Background: an optimization exercise with open tools, aiming at small area, a short achievable clock period and few clock cycles per item. Do not read the settings as production practice. RTL that was checked went through simulation tests only; none was proved equivalent to the original. No activity file was given, so power comes from the tool's default toggle rates.

==> flow/design.v (excerpt) <==
module max_sum_sliding_window (
    input  logic              i_clk,
    input  logic              i_rst_n,
    input  logic              i_cfg_we,
    input  logic [8:0]        i_cfg_data,
    input  logic              i_in_valid,
    output logic              o_in_ready,
    input  logic [15:0]       i_in_sample,
    input  logic              i_in_last,
    output logic              o_res_valid,
    input  logic              i_res_ready,
    output logic [15:0]       o_res_best_start,
    output logic [23:0]       o_res_best_sum,
    output logic [1:0]        o_res_status
);
Size: ~5300 cells after synthesis, ~4300 flip-flops, ~75 I/O pins, ~0.094 mm2 of cells after synthesis.
Settings: LEC_CHECK=0, CAP_MARGIN=20, CORE_MARGIN=2, CORE_UTILIZATION=65, CTS_CLUSTER_DIAMETER=80, CTS_CLUSTER_SIZE=28, PLACE_DENSITY=0.75, SLEW_MARGIN=20; clock period 10.0 ns.
standard.sh (not shown) runs the stock make flow with config.mk's settings and CLKGATE_MAP_FILE= SYNTH_SCRIPT=/design/flow/synth_recipe.tcl, a recipe that flattens the netlist after the stock synthesis.
==> flow/flow/run.sh <==
#!/bin/bash
# Own layout flow: the standard ORFS flow (standard.sh, standard synthesis unchanged)
# with three changes to how the layout is optimised (constraints and clock period unchanged):
#  - ports are buffered with buf_4 cells instead of the default delay-cell buffer,
#  - timing repair aims at a setup slack margin, so it also speeds up paths that
#    already meet the period,
#  - clock tree synthesis inserts no dummy loads (sink clustering as in config.mk).
# The make output goes to standard_flow.log; ORFS keeps each tool's log under orfs/logs.
set -euo pipefail
export BUFFER_PORTS_ARGS="-buffer_cell sky130_fd_sc_hd__buf_4"
export SETUP_SLACK_MARGIN=6.8
export CTS_ARGS="-sink_clustering_enable -repair_clock_nets -sink_clustering_size 28 -sink_clustering_max_diameter 80 -dont_use_dummy_load"
bash standard.sh > standard_flow.log 2>&1
Testbench counts at the start, summed over its fixed seeds: cycles 59,560, items 59,080.
Next try:
==> flow/flow/run.sh (replaced) <==
#!/bin/bash
# Own layout flow: the standard ORFS flow (standard.sh, standard synthesis unchanged)
# with two changes to how the layout is optimised (constraints and clock period unchanged):
#  - ports are buffered with buf_4 cells instead of the default delay-cell buffer,
#  - timing repair aims at a setup slack margin, so it also speeds up paths that
#    already meet the period.
# The make output goes to standard_flow.log; ORFS keeps each tool's log under orfs/logs.
set -euo pipefail
export BUFFER_PORTS_ARGS="-buffer_cell sky130_fd_sc_hd__buf_4"
export SETUP_SLACK_MARGIN=6.8
bash standard.sh > standard_flow.log 2>&1
Settings changed: CORE_UTILIZATION 65 to 45, CTS_CLUSTER_DIAMETER 80 to 90, CTS_CLUSTER_SIZE 28 to 32, PLACE_DENSITY 0.75 to 0.6.
What happened:
- The changed run finished clean
- global-route usage shrinks by 7.0 points
- wire length went down by roughly a tenth
- final cell count rose by roughly a tenth
- sequential power barely changes
- final area grows slightly
- clock power is lower slightly
- flip-flop and latch count is unchanged
- synthesized cell count stays the same
- clock-buffer cell count is lower by 10
- core utilization is lower by 21 points
Next try:
Settings changed: CORE_UTILIZATION 45 to 65, CTS_CLUSTER_DIAMETER 90 to 80, CTS_CLUSTER_SIZE 32 to 28, PLACE_DENSITY 0.6 to 0.75.
Result: Core utilization is higher by 22 points; die area is lower by 31%; clock-buffer cell count is higher by 16; power is higher by 1.3%; via count is higher by 1.8%; design area is lower by 1.1%; clock power is higher by 5.6%; routed wire length is higher by 12%; synthesized cell count does not change; global-route usage is higher by 7.1 points.

========
max_sum_sliding_window, a different RTL version from the one above (not shown whole).
Size: ~5,200 cells after synthesis, ~4,300 flip-flops, about 75 I/O pins, ~94,000 um^2 of cells after synthesis.
==> flow/design.v (excerpt) <==
module max_sum_sliding_window (
    input  logic              i_clk,
    input  logic              i_rst_n,
    input  logic              i_cfg_we,
    input  logic [8:0]        i_cfg_data,
    input  logic              i_in_valid,
    output logic              o_in_ready,
    input  logic [15:0]       i_in_sample,
    input  logic              i_in_last,
    output logic              o_res_valid,
    input  logic              i_res_ready,
    output logic [15:0]       o_res_best_start,
    output logic [23:0]       o_res_best_sum,
    output logic [1:0]        o_res_status
);
Settings: LEC_CHECK=0, CAP_MARGIN=20, CORE_MARGIN=2, CORE_UTILIZATION=45, CTS_BUF_LIST=sky130_fd_sc_hd__clkbuf_8, PLACE_DENSITY=0.6, SLEW_MARGIN=20; clock period 10.0 ns.
run.sh (not shown) runs the stock make flow with config.mk's settings and CLKGATE_MAP_FILE= SYNTH_SCRIPT=/design/flow/synth_recipe.tcl, a recipe that flattens the netlist after the stock synthesis.
Stock flow here: none of the scripts above is used.
Change:
CTS_BUF_LIST = not set   (was sky130_fd_sc_hd__clkbuf_8)
CTS_CLUSTER_DIAMETER = 80   (was not set)
CTS_CLUSTER_SIZE = 28   (was not set)
What happened: Sequential cell count stays the same; routed wire length is lower by 6.9%; power is lower by 15%; worst setup slack got worse by 0.071 ns; synthesized cell count does not change; area after synthesis is unchanged.
Change:
CTS_CLUSTER_DIAMETER = not set   (was 80)
CTS_CLUSTER_SIZE = not set   (was 28)
After rerunning: The changed run produced a clean layout; register-to-register slack is better by 0.04 ns; wire length goes up by 5.4%; total power is higher by 23%; critical path depth does not change.
No functional check of the RTL was part of any run of this note.

========
Setup of v8:
Another version of the RTL of max_sum_sliding_window (not shown whole).
Size: about 4,300 flip-flops, ~75 I/O pins, ~0.095 mm² of cells after synthesis.
## max_sum_sliding_window
module max_sum_sliding_window (
    input  logic              i_clk,
    input  logic              i_rst_n,
    input  logic              i_cfg_we,
    input  logic [8:0]        i_cfg_data,
    input  logic              i_in_valid,
    output logic              o_in_ready,
    input  logic [15:0]       i_in_sample,
    input  logic              i_in_last,
    output logic              o_res_valid,
    input  logic              i_res_ready,
    output logic [15:0]       o_res_best_start,
    output logic [23:0]       o_res_best_sum,
    output logic [1:0]        o_res_status
);
    localparam logic [1:0] ST_OK    = 2'd0;
    localparam logic [1:0] ST_SHORT = 2'd1;
    localparam logic [1:0] ST_LONG  = 2'd2;
    logic [7:0]  eff_wm2;
    logic [7:0]  r_ewm2;
    logic        r_ew1;        
    logic [7:0]  r_wm2;
    logic        r_w1;
    logic        r_ready;
    logic        r_mid;        
    logic [7:0]  r_gc;         
    logic        aligned;
    logic        acc;
    logic        take;
    logic [17:0] r_kc;         
    logic [24:0] r_part;       
    logic [15:0] last_sample;  
    logic [15:0] old_sample;
    logic        sub;
    logic        r_mab;        
    logic        r_mc;         
    logic        mid_nx;
  ...
==> flow/config.mk <==
export PLATFORM = sky130hd
export DESIGN_NAME = max_sum_sliding_window
export DESIGN_NICKNAME = max_sum_sliding_window
export VERILOG_FILES = /design/flow/design.v
export SDC_FILE = /design/flow/constraint.sdc
export NUM_CORES = 4
export LEC_CHECK = 0
export ABC_AREA = 1
export CAP_MARGIN = 20
export CORE_MARGIN = 2
export CORE_UTILIZATION = 65
export CTS_CLUSTER_DIAMETER = 80
export CTS_CLUSTER_SIZE = 28
export PLACE_DENSITY = 0.75
export SLEW_MARGIN = 20
==> flow/constraint.sdc <==
create_clock -name core_clock -period 10.0 [get_ports {i_clk}]
set_input_delay 2.0000 -clock core_clock [delete_from_list [all_inputs] [get_ports {i_clk}]]
set_output_delay 2.0000 -clock core_clock [all_outputs]
set_load 0.01 [all_outputs]
standard.sh (not shown) runs the stock make flow with config.mk's settings and CLKGATE_MAP_FILE= SYNTH_SCRIPT=/design/flow/synth_recipe.tcl, a recipe that flattens the netlist after the stock synthesis.
==> flow/flow/run.sh <==
#!/bin/bash
# Own layout flow: the standard ORFS flow (standard.sh, standard synthesis unchanged)
# with three changes to how the layout is optimised (constraints and clock period unchanged):
#  - ports are buffered with buf_4 cells instead of the default delay-cell buffer,
#  - timing repair aims at a setup slack margin, so it also speeds up paths that
#    already meet the period,
#  - clock tree synthesis inserts no dummy loads (sink clustering as in config.mk).
# The make output goes to standard_flow.log; ORFS keeps each tool's log under orfs/logs.
set -euo pipefail
export BUFFER_PORTS_ARGS="-buffer_cell sky130_fd_sc_hd__buf_4"
export SETUP_SLACK_MARGIN=6.6
export CTS_ARGS="-sink_clustering_enable -repair_clock_nets -sink_clustering_size 28 -sink_clustering_max_diameter 80 -dont_use_dummy_load"
bash standard.sh > standard_flow.log 2>&1
v8: no failed stages, no open violations at the end
Testbench counts of v8, summed over its fixed seeds: cycles 59,146, items 59,080.
--- input diff v8..v31 ---
Settings: a deleted ABC_AREA that had been 1.
--- a/flow/flow/run.sh
+++ b/flow/flow/run.sh
@@ -9,5 +9,5 @@
 set -euo pipefail
 export BUFFER_PORTS_ARGS="-buffer_cell sky130_fd_sc_hd__buf_4"
-export SETUP_SLACK_MARGIN=6.6
+export SETUP_SLACK_MARGIN=6.8
 export CTS_ARGS="-sink_clustering_enable -repair_clock_nets -sink_clustering_size 28 -sink_clustering_max_diameter 80 -dont_use_dummy_load"
 bash standard.sh > standard_flow.log 2>&1
==> comparison <==
- All of v8 and v31 finish clean.
- Relative to v8, power density of the placed cells decreased by 1.7% in v31.
- Looking only at met3 usage in global routing, and setting everything else aside, the lower value of v8 and v31 goes to v31.
- v31 vs v8, global-route usage went down by 0.67 points.
- The total length of routed met3 wires of v31 falls short of that of v8 by 2.1 mm.
- Summary: with v8 as the reference, met2 wirelength from detailed routing in v31 moved up slightly.
- The placeable core region number comes out higher for v8 vs v31.
- In v31 the worst-case headroom to the max-slew limit turned out 10 points higher than in v8.
The following lists how v58 was set up differently from v31:
==> flow/flow/run.sh <==
#!/bin/bash
# Own layout flow: the standard ORFS flow (standard.sh, standard synthesis unchanged)
# with two changes to how the layout is optimised (constraints and clock period unchanged):
#  - ports are buffered with buf_4 cells instead of the default delay-cell buffer,
#  - timing repair aims at a setup slack margin, so it also speeds up paths that
#    already meet the period.
# The make output goes to standard_flow.log; ORFS keeps each tool's log under orfs/logs.
set -euo pipefail
export BUFFER_PORTS_ARGS="-buffer_cell sky130_fd_sc_hd__buf_4"
export SETUP_SLACK_MARGIN=6.8
bash standard.sh > standard_flow.log 2>&1
Largest voltage drop on the vdd net in v58 vs v31: down about 5.5%
The core of v58 is more densely filled than that of v31.
The power share of the clock group of v58 exceeds that of v31 by 0.8 points.
The clock-pin slew of the registers on the worst-case setup and hold paths of v31 and that of v58 are within noise of each other.
On power: between v31 and v58, it ends up higher for v58.
In terms of combinational cell power, v58 and v31 differ only marginally.
v58 reports a higher number of antenna violations at the first check in global routing than v31 does.
Changes in v38 relative to v58:
Settings: ABC_AREA: unset -> 1.
==> flow/flow/run.sh <==
#!/bin/bash
# Own layout flow: the standard ORFS flow (standard.sh, standard synthesis unchanged)
# with three changes to how the layout is optimised (constraints and clock period unchanged):
#  - ports are buffered with buf_4 cells instead of the default delay-cell buffer,
#  - timing repair aims at a setup slack margin, so it also speeds up paths that
#    already meet the period,
#  - clock tree synthesis inserts no dummy loads (sink clustering as in config.mk).
# The make output goes to standard_flow.log; ORFS keeps each tool's log under orfs/logs.
set -euo pipefail
export BUFFER_PORTS_ARGS="-buffer_cell sky130_fd_sc_hd__buf_4"
export SETUP_SLACK_MARGIN=6.8
export CTS_ARGS="-sink_clustering_enable -repair_clock_nets -sink_clustering_size 28 -sink_clustering_max_diameter 80 -dont_use_dummy_load"
bash standard.sh > standard_flow.log 2>&1
[summary]
- No run among v58 and v38 stopped early or left any final violation; all are clean.
- Going from v58 to v38, switching share of power grows by 0.61 points.
- v38 vs. v58: non-clock buffer count has increased; worst setup slack rose by 0.10 ns; global-route usage up 0.94 points; clock share of power now smaller.
- Sequential power share (lower): v58
- [compare] base=v58 new=v38: inverter count now larger, number of rows in the core area picked up an extra 0.72%, sequential-cell power consumption went up by about 3%.

-- static timing again, ports no longer ideal --
The results above use ideal ports. As a check the final layouts listed here were re-extracted and re-timed, cells and wires unchanged.
Step 1: set_driving_cell puts a clkbuf_16 on i_clk and a buf_2 on each other input, an assumption about the parent block.
Step 2 adds t to the input delays and takes it off the output delays; t is the mean of the earliest and latest rising clock arrival at the registers after step 1. Input paths then give back, and output paths get back, about the clock's delay inside the block.
Three values: ideal, step 1, step 2; two values: the first two.
| run | shift t [ns] | setup slack, ns | worst setup path after step 2 | latest minus earliest clock arrival (ns) | pins driven straight from the clock port |
|---|---|---|---|---|---|
| the first run of note 1 | 0.840 | 6.442 / 6.442 / 6.402 | input to register | 0.122 / 0.122 | 1 |
| the second run of note 1 | 0.888 | 6.391 / 6.352 / 6.297 | input to register | 0.064 / 0.064 | 1 |
| the third run of note 1 | 0.880 | 6.422 / 6.422 / 6.142 | input to register | 0.050 / 0.050 | 1 |
| the first run of note 2 | 1.048 | 4.498 / 4.498 / 3.967 | input to register | 0.095 / 0.095 | 1 |
| the second run of note 2 | 0.894 | 4.426 / 4.426 / 3.871 | input to register | 0.066 / 0.066 | 1 |
| the third run of note 2 | 0.972 | 4.471 / 4.471 / 3.918 | input to register | 0.096 / 0.097 | 1 |
| v8 | 0.850 | 6.543 / 6.469 / 5.893 | input to register | 0.113 / 0.114 | 1 |
| v31 | 0.877 | 6.476 / 6.431 / 5.995 | input to register | 0.071 / 0.071 | 1 |
| v58 | 0.881 | 6.383 / 6.383 / 5.961 | input to register | 0.037 / 0.037 | 1 |
| v38 | 0.843 | 6.486 / 6.409 / 6.082 | input to register | 0.105 / 0.106 | 1 |
After both steps setup and hold are still met in every run listed. The setup slack of v8, which loses most, moves by -0.074 ns with the drivers and by -0.650 ns with both steps.
